Context: an optimization exercise on an open-source flow, tuned for small area. The choices shown serve that exercise and are no tape-out recipe. Only simulation tests tie the RTL to the original design; equivalence was not proved. Power and IR drop assume default switching activity.

## before
## vcSwitch
module vcSwitch #(
  parameter int WORD_W = 8,
  parameter int DEPTH  = 8,
  parameter int CNT_W  = $clog2(DEPTH + 1)
) (
  input  logic                                       CLK,
  input  logic                                       arstN,
  input  logic                                       init,
  input  logic [CNT_W-1:0]                           lowThreshIn,
  input  logic [CNT_W-1:0]                           highThreshIn,
  input  flowCtrlPkg::chMask_t                       inPush,
  input  logic [flowCtrlPkg::NUM_CH-1:0][WORD_W-1:0] inData,
  output flowCtrlPkg::chMask_t                       creditReturn,
  input  flowCtrlPkg::chMask_t                       outPop,
  output logic [flowCtrlPkg::NUM_CH-1:0][WORD_W-1:0] outData,
  output flowCtrlPkg::chMask_t                       outEmpty,
  output logic                                       idle,
  output logic                                       initBusy,
  output flowCtrlPkg::chMask_t                       stbPause,
  output flowCtrlPkg::chMask_t                       stbContinue,
  output flowCtrlPkg::chMask_t                       error,
  output flowCtrlPkg::fsmState_e                     state
);
clock: 5.0 ns
lec_check: 0
cap_margin: 0
core_margin: 2
core_utilization: 72
place_density: 0.8
slew_margin: 0
synth_hierarchical: 1
synth_minimum_keep_size: 0
tns_end_percent: 0
standard.sh (not shown) runs the stock make flow with config.mk's settings and CLKGATE_MAP_FILE= SYNTH_SCRIPT=/design/flow/synth_recipe.tcl, a recipe that flattens the netlist after the stock synthesis.
==> flow/flow/run.sh <==
#!/bin/bash
# The standard layout, with these changes to what the tools are told:
#  - after the standard synthesis, combinational cells go to their smallest
#    drive strength (flow/downsize.py); the standard timing repair sizes the
#    critical ones back up
#  - port buffers are the smallest buffer cell instead of the tool's pick
#  - CTS inserts no dummy loads, and clusters sinks under large leaf buffers
set -euo pipefail
export BUFFER_PORTS_ARGS="-buffer_cell sky130_fd_sc_hd__buf_1"
export CTS_ARGS="-sink_clustering_enable -repair_clock_nets -dont_use_dummy_load -buf_list sky130_fd_sc_hd__clkbuf_16 -sink_clustering_size 30 -sink_clustering_max_diameter 80"
bash standard.sh synth > synth.log 2>&1
results=orfs/results/${FLOW_PLATFORM}/vcSwitch/base
lib=${FLOW_HOME}/platforms/${FLOW_PLATFORM}/lib/sky130_fd_sc_hd__tt_025C_1v80.lib
dont_use=$(sed -n '/DONT_USE_CELLS/,/^#/p' ${FLOW_HOME}/platforms/${FLOW_PLATFORM}/config.mk | grep -o 'sky130_fd_sc_hd__[a-z0-9_]*' || true)
cp ${results}/1_2_yosys.v synth_netlist.v
python3 flow/downsize.py ${results}/1_2_yosys.v ${lib} ${dont_use} > downsize.log 2>&1
bash standard.sh > standard.log 2>&1
Other scripts of this flow, unchanged in this note and not shown: flow/flow/downsize.py
Input-level comparison between after and before:
Settings: changing PLACE_DENSITY from 0.8 to 0.75; removing TNS_END_PERCENT (formerly 0); changing CORE_UTILIZATION from 72 to 66.
[summary]
- Lower fmax among before and after: after
- Going from before to after, final clock period utilization by the worst path grows by 0.88 points.
- Worst slew margin relative to its limit: higher on after
- Routed wire length up about 0.8% in after wrt before
- after vs before, end point of the critical path: gChan[1].outFifo_i.count[2] vs gChan[1].outFifo_i.count[3]
- Met1 layer usage reported by global route: after < before
- after: share of layout cells above drive strength 1 lower than before
- For die outline area, dividing the value from before by the value from after gives 0.919.
- Summary of the comparison: least setup slack across all paths after layout is lower in after, relative to before.

* * *

run A:
Another version of the RTL of vcSwitch (not shown whole).
For scale: about 1700 cells after synthesis, about 110 I/O pins, roughly 20000 um2 of cells after synthesis.
## vcSwitch
module vcSwitch #(
  parameter int WORD_W = 8,
  parameter int DEPTH  = 8,
  parameter int CNT_W  = $clog2(DEPTH + 1)
) (
  input  logic                                       CLK,
  input  logic                                       arstN,
  input  logic                                       init,
  input  logic [CNT_W-1:0]                           lowThreshIn,
  input  logic [CNT_W-1:0]                           highThreshIn,
  input  flowCtrlPkg::chMask_t                       inPush,
  input  logic [flowCtrlPkg::NUM_CH-1:0][WORD_W-1:0] inData,
  output flowCtrlPkg::chMask_t                       creditReturn,
  input  flowCtrlPkg::chMask_t                       outPop,
  output logic [flowCtrlPkg::NUM_CH-1:0][WORD_W-1:0] outData,
  output flowCtrlPkg::chMask_t                       outEmpty,
  output logic                                       idle,
  output logic                                       initBusy,
  output flowCtrlPkg::chMask_t                       stbPause,
  output flowCtrlPkg::chMask_t                       stbContinue,
  output flowCtrlPkg::chMask_t                       error,
  output flowCtrlPkg::fsmState_e                     state
);
export LEC_CHECK = 0
export CAP_MARGIN = 0
export CORE_MARGIN = 2
export CORE_UTILIZATION = 40
export SLEW_MARGIN = 0
export SYNTH_HIERARCHICAL = 1
export SYNTH_MINIMUM_KEEP_SIZE = 0
create_clock -name core_clock -period 5.0 [get_ports {CLK}]
==> flow/flow/run.sh <==
#!/bin/bash
# The standard layout, with two changes to what the tools are told:
#  - port buffers are the smallest buffer cell instead of the tool's pick
#  - CTS inserts no dummy loads, and clusters sinks under large leaf buffers
set -euo pipefail
export BUFFER_PORTS_ARGS="-buffer_cell sky130_fd_sc_hd__buf_1"
export CTS_ARGS="-sink_clustering_enable -repair_clock_nets -dont_use_dummy_load -buf_list sky130_fd_sc_hd__clkbuf_16 -sink_clustering_size 30 -sink_clustering_max_diameter 80"
bash standard.sh > standard.log 2>&1
Inputs modified between run A and run B:
- GPL_TIMING_DRIVEN: unset -> 0
Notes after the runs:
Run A → run B: met1 layer wirelength in the final routing +3.6%; number of hold-repair buffers added at the cts stage ~0 delta; setup slack -51 ps.
Cell-internal power, run A and run B: smaller value in run A
Run B: full flow OK, the timing, design-rule and antenna checks passed
Run B gives more placed standard-cell area than run A did.
Count of instances resized after the clock tree is built: run B > run A
What run C does differently from run B at the input level:
- changing CORE_UTILIZATION from 40 to 72
- setting PLACE_DENSITY to 0.8 for the first time
- removing GPL_TIMING_DRIVEN (formerly 0)
==> run summary <==
Run C ended up with a higher power density over the cells than run B did.
Measured against each other, run B and run C differ in non-clock inverter instance count of the final layout, the lower figure coming from run C.
Worst setup slack for run C: 56 ps up relative to run B
Row count of routing violations after the opening detailed-route iteration: run C higher / run B lower
In the metrics for run B and run C, the one carrying the lower arrival time reported for the critical path endpoint is run C.
Changes in run D relative to run C:
- CORE_UTILIZATION: 72 -> 40
- PLACE_DENSITY: 0.8 -> unset
--- a/flow/flow/run.sh
+++ b/flow/flow/run.sh
@@ -5,4 +5,4 @@
 set -euo pipefail
 export BUFFER_PORTS_ARGS="-buffer_cell sky130_fd_sc_hd__buf_1"
-export CTS_ARGS="-sink_clustering_enable -repair_clock_nets -dont_use_dummy_load -buf_list sky130_fd_sc_hd__clkbuf_16 -sink_clustering_size 30 -sink_clustering_max_diameter 80"
+export CTS_ARGS="-sink_clustering_enable -repair_clock_nets -dont_use_dummy_load -buf_list sky130_fd_sc_hd__clkbuf_16 -sink_clustering_size 35 -sink_clustering_max_diameter 90"
 bash standard.sh > standard.log 2>&1
[summary]
- Measured against each other, run C and run D differ in post-CTS setup-driven buffer insertion count, the lower figure coming from run C.
- Multi-input combinational area share (lower): run D
- Run D contains fewer vias than run C.
- Compared to run C, run D has proportion of power drawn by the clock network 0.8 points higher.
- Taking run C as the reference, in run D total CTS buffers went up, total half-perimeter wirelength after legalization and detailed placement went up, smallest hold slack went down.
- On final cycle utilization of the critical path, the higher figure sits with run D, not run C.
- [run D] setup slack fell 17 ps relative to run C
Relative to run D, the following input files were edited for run E:
- swapping 40 for 60 in CORE_UTILIZATION
- putting PLACE_DENSITY at 0.7 where nothing was set
--- a/flow/flow/run.sh
+++ b/flow/flow/run.sh
@@ -5,4 +5,4 @@
 set -euo pipefail
 export BUFFER_PORTS_ARGS="-buffer_cell sky130_fd_sc_hd__buf_1"
-export CTS_ARGS="-sink_clustering_enable -repair_clock_nets -dont_use_dummy_load -buf_list sky130_fd_sc_hd__clkbuf_16 -sink_clustering_size 35 -sink_clustering_max_diameter 90"
+export CTS_ARGS="-sink_clustering_enable -repair_clock_nets -dont_use_dummy_load -buf_list sky130_fd_sc_hd__clkbuf_16 -sink_clustering_size 30 -sink_clustering_max_diameter 80"
 bash standard.sh > standard.log 2>&1
--- outcome ---
Both conditions hold for run E: the flow ran to the end and the final layout passed the timing, design-rule and antenna checks. Higher depth of the worst register-to-register path was reported by run D, not run E. Summary — count of cell instances traversed by the critical path, run E relative to run D: lower, by 1. Run E against run D: number of signal-net buffers in the layout went down, final design instance area without fill went down, die area went down. Run E ended with less area of the placeable core than run D. Changes observed in run E relative to run D: total length of routed wires went down 5.2%; fraction of area in multi-input gates has increased; global-route usage went up 7.7 points.
Changes in run F relative to run E:
- PLACE_DENSITY: 0.7 -> 0.88
- CORE_UTILIZATION: 60 -> 80
--- outcome ---
| power | run F vs run E | ≈ equal |
On detail-routed net length per standard cell: run F sits above run E.
The fraction of the core area covered by cells at the end of the flow in run F was higher than what run E gave.
Run F vs run E — initial antenna violation count rose 3.
Cell area | run F vs run E | run F smaller
Between run E and run F, setup slack after layout is higher for run F, run E comes in under that.
Post-layout minimum cycle time was lower in the run labelled run F.

* * *

== run 1 ==
RTL: one of the versions met above, not the one the previous note started from.
Size: about 1700 cells after synthesis, about 110 I/O pins, about 20000 um2 of cells after synthesis.
## vcSwitch
module vcSwitch #(
  parameter int WORD_W = 8,
  parameter int DEPTH  = 8,
  parameter int CNT_W  = $clog2(DEPTH + 1)
) (
  input  logic                                       CLK,
  input  logic                                       arstN,
  input  logic                                       init,
  input  logic [CNT_W-1:0]                           lowThreshIn,
  input  logic [CNT_W-1:0]                           highThreshIn,
  input  flowCtrlPkg::chMask_t                       inPush,
  input  logic [flowCtrlPkg::NUM_CH-1:0][WORD_W-1:0] inData,
  output flowCtrlPkg::chMask_t                       creditReturn,
  input  flowCtrlPkg::chMask_t                       outPop,
  output logic [flowCtrlPkg::NUM_CH-1:0][WORD_W-1:0] outData,
  output flowCtrlPkg::chMask_t                       outEmpty,
  output logic                                       idle,
  output logic                                       initBusy,
  output flowCtrlPkg::chMask_t                       stbPause,
  output flowCtrlPkg::chMask_t                       stbContinue,
  output flowCtrlPkg::chMask_t                       error,
  output flowCtrlPkg::fsmState_e                     state
);
  localparam int PAY_W = WORD_W - flowCtrlPkg::DEST_W;
  flowCtrlPkg::chMask_t                       inEmpty;
  flowCtrlPkg::chMask_t                       inPop;
  flowCtrlPkg::chMask_t                       outPush;
  logic [flowCtrlPkg::NUM_CH-1:0][WORD_W-1:0] inHead;
  logic [WORD_W-1:0]                          outWord;
  logic [flowCtrlPkg::NUM_CH-1:0][CNT_W-1:0]  outCount;
  logic                                       arbEnable;
  flowCtrlPkg::chMask_t                       outFull;
  flowCtrlPkg::chMask_t                       outPaused;
  ...
Settings: LEC_CHECK=0, CAP_MARGIN=0, CORE_MARGIN=2, CORE_UTILIZATION=72, PLACE_DENSITY=0.9, SLEW_MARGIN=0, SYNTH_HIERARCHICAL=1, SYNTH_MINIMUM_KEEP_SIZE=0; clock period 5.0 ns.
==> flow/flow/run.sh <==
#!/bin/bash
# The standard layout, with these changes to what the tools are told:
#  - after the standard synthesis, combinational cells go to their smallest
#    drive strength (flow/downsize.py); the standard timing repair sizes the
#    critical ones back up
#  - port buffers are the smallest buffer cell instead of the tool's pick
#  - CTS inserts no dummy loads, and clusters sinks under large leaf buffers
set -euo pipefail
export BUFFER_PORTS_ARGS="-buffer_cell sky130_fd_sc_hd__buf_1"
export CTS_ARGS="-sink_clustering_enable -repair_clock_nets -dont_use_dummy_load -buf_list sky130_fd_sc_hd__clkbuf_16 -sink_clustering_size 30 -sink_clustering_max_diameter 80"
bash standard.sh synth > synth.log 2>&1
results=orfs/results/${FLOW_PLATFORM}/vcSwitch/base
lib=${FLOW_HOME}/platforms/${FLOW_PLATFORM}/lib/sky130_fd_sc_hd__tt_025C_1v80.lib
dont_use=$(sed -n '/DONT_USE_CELLS/,/^#/p' ${FLOW_HOME}/platforms/${FLOW_PLATFORM}/config.mk | grep -o 'sky130_fd_sc_hd__[a-z0-9_]*' || true)
cp ${results}/1_2_yosys.v synth_netlist.v
python3 flow/downsize.py ${results}/1_2_yosys.v ${lib} ${dont_use} > downsize.log 2>&1
bash standard.sh > standard.log 2>&1
Other scripts of this flow, unchanged in this note and not shown: flow/flow/downsize.py
Looking at the reports, run 1 completed the entire flow and the layout it produced met the timing, design-rule and antenna checks.
Changes in run 2 relative to run 1:
- PLACE_DENSITY now 0.8, was 0.9
==> run summary <==
Total power draw: run 1 vs run 2, no meaningful difference
The final cell count on run 1 is in line with that on run 2.
In the flow results for run 2 and run 1, the buffers plus inverters on the worst setup path is smaller on run 1.
Final critical-path setup slack: lower on run 2
Against run 1, fmax in run 2 came out worse.
Final critical delay including setup and external delays in run 2 vs run 1: up 28 ps
Between run 2 and run 1, the finished layout cell area figures differ only marginally.
~same internal portion of total power in run 2 and run 1
Comparing the two runs side by side, run 2 comes out behind run 1 on hold slack.
The post-route core utilization on run 1 is in line with that on run 2.
Comparing run 2 and run 1, non-clock buffer count is higher on run 1.
### run 2 -> run 3
-- flow/flow/run.sh --
<<< run 2, line 8
set -euo pipefail
export BUFFER_PORTS_ARGS="-buffer_cell sky130_fd_sc_hd__buf_1"
export CTS_ARGS="-sink_clustering_enable -repair_clock_nets -dont_use_dummy_load -buf_list sky130_fd_sc_hd__clkbuf_16 -sink_clustering_size 30 -sink_clustering_max_diameter 80"
bash standard.sh synth > synth.log 2>&1
results=orfs/results/${FLOW_PLATFORM}/vcSwitch/base
>>> run 3, line 8
set -euo pipefail
export BUFFER_PORTS_ARGS="-buffer_cell sky130_fd_sc_hd__buf_1"
export CTS_ARGS="-sink_clustering_enable -repair_clock_nets -dont_use_dummy_load -buf_list sky130_fd_sc_hd__clkbuf_16 -sink_clustering_size 36 -sink_clustering_max_diameter 70"
bash standard.sh synth > synth.log 2>&1
results=orfs/results/${FLOW_PLATFORM}/vcSwitch/base
--- outcome ---
The global-route usage of run 2 and that of run 3 are within noise of each other. Portion of the layout cell area used by non-clock buffers: run 3 vs run 2, no meaningful difference. Between run 2 and run 3, the total clock sinks does not differ in any meaningful way. Looking at fraction of power spent switching nets, run 3 sits 0.24 points lower than run 2 does. For the total power consumption of the routed design, run 3 came in 0.90% higher than run 2 did. There was hardly any difference in number of cells on the critical path between run 2 and run 3. Per the comparison of run 3 with run 2, final standard cell area without fillers up about 0.35%, count of cells along the worst register-to-register path flat.
What run 4 does differently from run 3 at the input level:
==> flow/flow/run.sh <==
#!/bin/bash
# The standard layout, with these changes to what the tools are told:
#  - after the standard synthesis, combinational cells go to their smallest
#    drive strength (flow/downsize.py); the standard timing repair sizes the
#    critical ones back up
#  - the floorplan step removes synthesis's buffers instead of repairing
#    timing there, where it only has wire-load estimates and upsizes gates
#    that the later, placement-based repairs do not need upsized
#  - port buffers are the smallest buffer cell instead of the tool's pick
#  - CTS inserts no dummy loads, and clusters sinks under large leaf buffers
set -euo pipefail
export REMOVE_ABC_BUFFERS=1
export BUFFER_PORTS_ARGS="-buffer_cell sky130_fd_sc_hd__buf_1"
export CTS_ARGS="-sink_clustering_enable -repair_clock_nets -dont_use_dummy_load -buf_list sky130_fd_sc_hd__clkbuf_16 -sink_clustering_size 30 -sink_clustering_max_diameter 80"
bash standard.sh synth > synth.log 2>&1
results=orfs/results/${FLOW_PLATFORM}/vcSwitch/base
lib=${FLOW_HOME}/platforms/${FLOW_PLATFORM}/lib/sky130_fd_sc_hd__tt_025C_1v80.lib
dont_use=$(sed -n '/DONT_USE_CELLS/,/^#/p' ${FLOW_HOME}/platforms/${FLOW_PLATFORM}/config.mk | grep -o 'sky130_fd_sc_hd__[a-z0-9_]*' || true)
cp ${results}/1_2_yosys.v synth_netlist.v
python3 flow/downsize.py ${results}/1_2_yosys.v ${lib} ${dont_use} > downsize.log 2>&1
bash standard.sh > standard.log 2>&1
Notes after the runs:
- Between run 4 and run 3, the power after layout is lower for run 4.
- Number of vias after detailed routing of run 4 exceeds that of run 3 slightly.
- Higher first-pass GRT wire length was reported by run 4, not run 3.
Setup changes, run 4 to run 5
-- flow/flow/run.sh --
<<< run 4, line 4
#    drive strength (flow/downsize.py); the standard timing repair sizes the
#    critical ones back up
#  - the floorplan step removes synthesis's buffers instead of repairing
#    timing there, where it only has wire-load estimates and upsizes gates
#    that the later, placement-based repairs do not need upsized
#  - port buffers are the smallest buffer cell instead of the tool's pick
#  - CTS inserts no dummy loads, and clusters sinks under large leaf buffers
>>> run 5, line 4
#    drive strength (flow/downsize.py); the standard timing repair sizes the
#    critical ones back up
#  - port buffers are the smallest buffer cell instead of the tool's pick
#  - CTS inserts no dummy loads, and clusters sinks under large leaf buffers
Results
- Re die outline area: no difference whatsoever between run 4 and run 5.
- Run 5 -> run 4: met3 usage delta 0, exact match
- Reported for run 4 and run 5, utilization turned out identical to the last digit.
- [compare] base=run 4 new=run 5: average via count per standard cell roughly the same; number of standard cells after synthesis roughly the same; x dimension of the die roughly the same; largest voltage drop on the vdd net roughly the same.
- Diff run 4 -> run 5: first-pass GRT wire length held steady; global-route usage over all layers held steady; count of input and output buffers held steady.

==> afterwards: timing with drivers on the ports <==
The flow's constraints put no driver on any port. The routed layouts listed below were extracted and timed again, unchanged, in two steps. Step 1 sets driving cells, clkbuf_16 on the clock port and buf_2 on the other inputs (assumed; they add their load-dependent delay and slew). Step 2 moves the port delays by t, midway between the first and last clock arrival at a register: inputs arrive t later, outputs are due t later. That takes back most of the time a late clock gives input paths. a / b / c = no drivers / after step 1 / after step 2; a / b = the first two.
| run | t (ns) | slack for setup (ns) | worst hold slack (ns) | worst setup path after step 2 | worst slew at a driven data input, ns |
|---|---|---|---|---|---|
| before | 0.591 | 0.275 / 0.275 / 0.275 | 0.365 / 0.335 / 0.458 | register to register | 0.04 |
| after | 0.597 | 0.231 / 0.231 / 0.231 | 0.441 / 0.409 / 0.444 | register to register | 0.04 |
| run A | 0.634 | 0.267 / 0.267 / 0.267 | 0.462 / 0.462 / 0.462 | register to register | 0.07 |
| run B | 0.630 | 0.216 / 0.216 / 0.216 | 0.304 / 0.269 / 0.448 | register to register | 0.04 |
| run C | 0.584 | 0.273 / 0.273 / 0.273 | 0.468 / 0.450 / 0.468 | register to register | 0.04 |
| run D | 0.623 | 0.255 / 0.255 / 0.255 | 0.450 / 0.441 / 0.450 | register to register | 0.08 |
| run E | 0.595 | 0.187 / 0.187 / 0.187 | 0.465 / 0.456 / 0.472 | register to register | 0.04 |
| run F | 0.589 | 0.272 / 0.272 / 0.272 | 0.468 / 0.468 / 0.468 | register to register | 0.04 |
| run 1 | 0.589 | 0.311 / 0.311 / 0.311 | 0.453 / 0.453 / 0.453 | register to register | 0.04 |
| run 2 | 0.577 | 0.284 / 0.284 / 0.284 | 0.437 / 0.437 / 0.437 | register to register | 0.04 |
| run 3 | 0.592 | 0.238 / 0.238 / 0.238 | 0.438 / 0.438 / 0.438 | register to register | 0.04 |
| run 4 | 0.593 | 0.229 / 0.229 / 0.229 | 0.459 / 0.454 / 0.459 | register to register | 0.03 |
| run 5 | 0.593 | 0.229 / 0.229 / 0.229 | 0.459 / 0.454 / 0.459 | register to register | 0.03 |
After both steps every run listed still meets setup and hold.
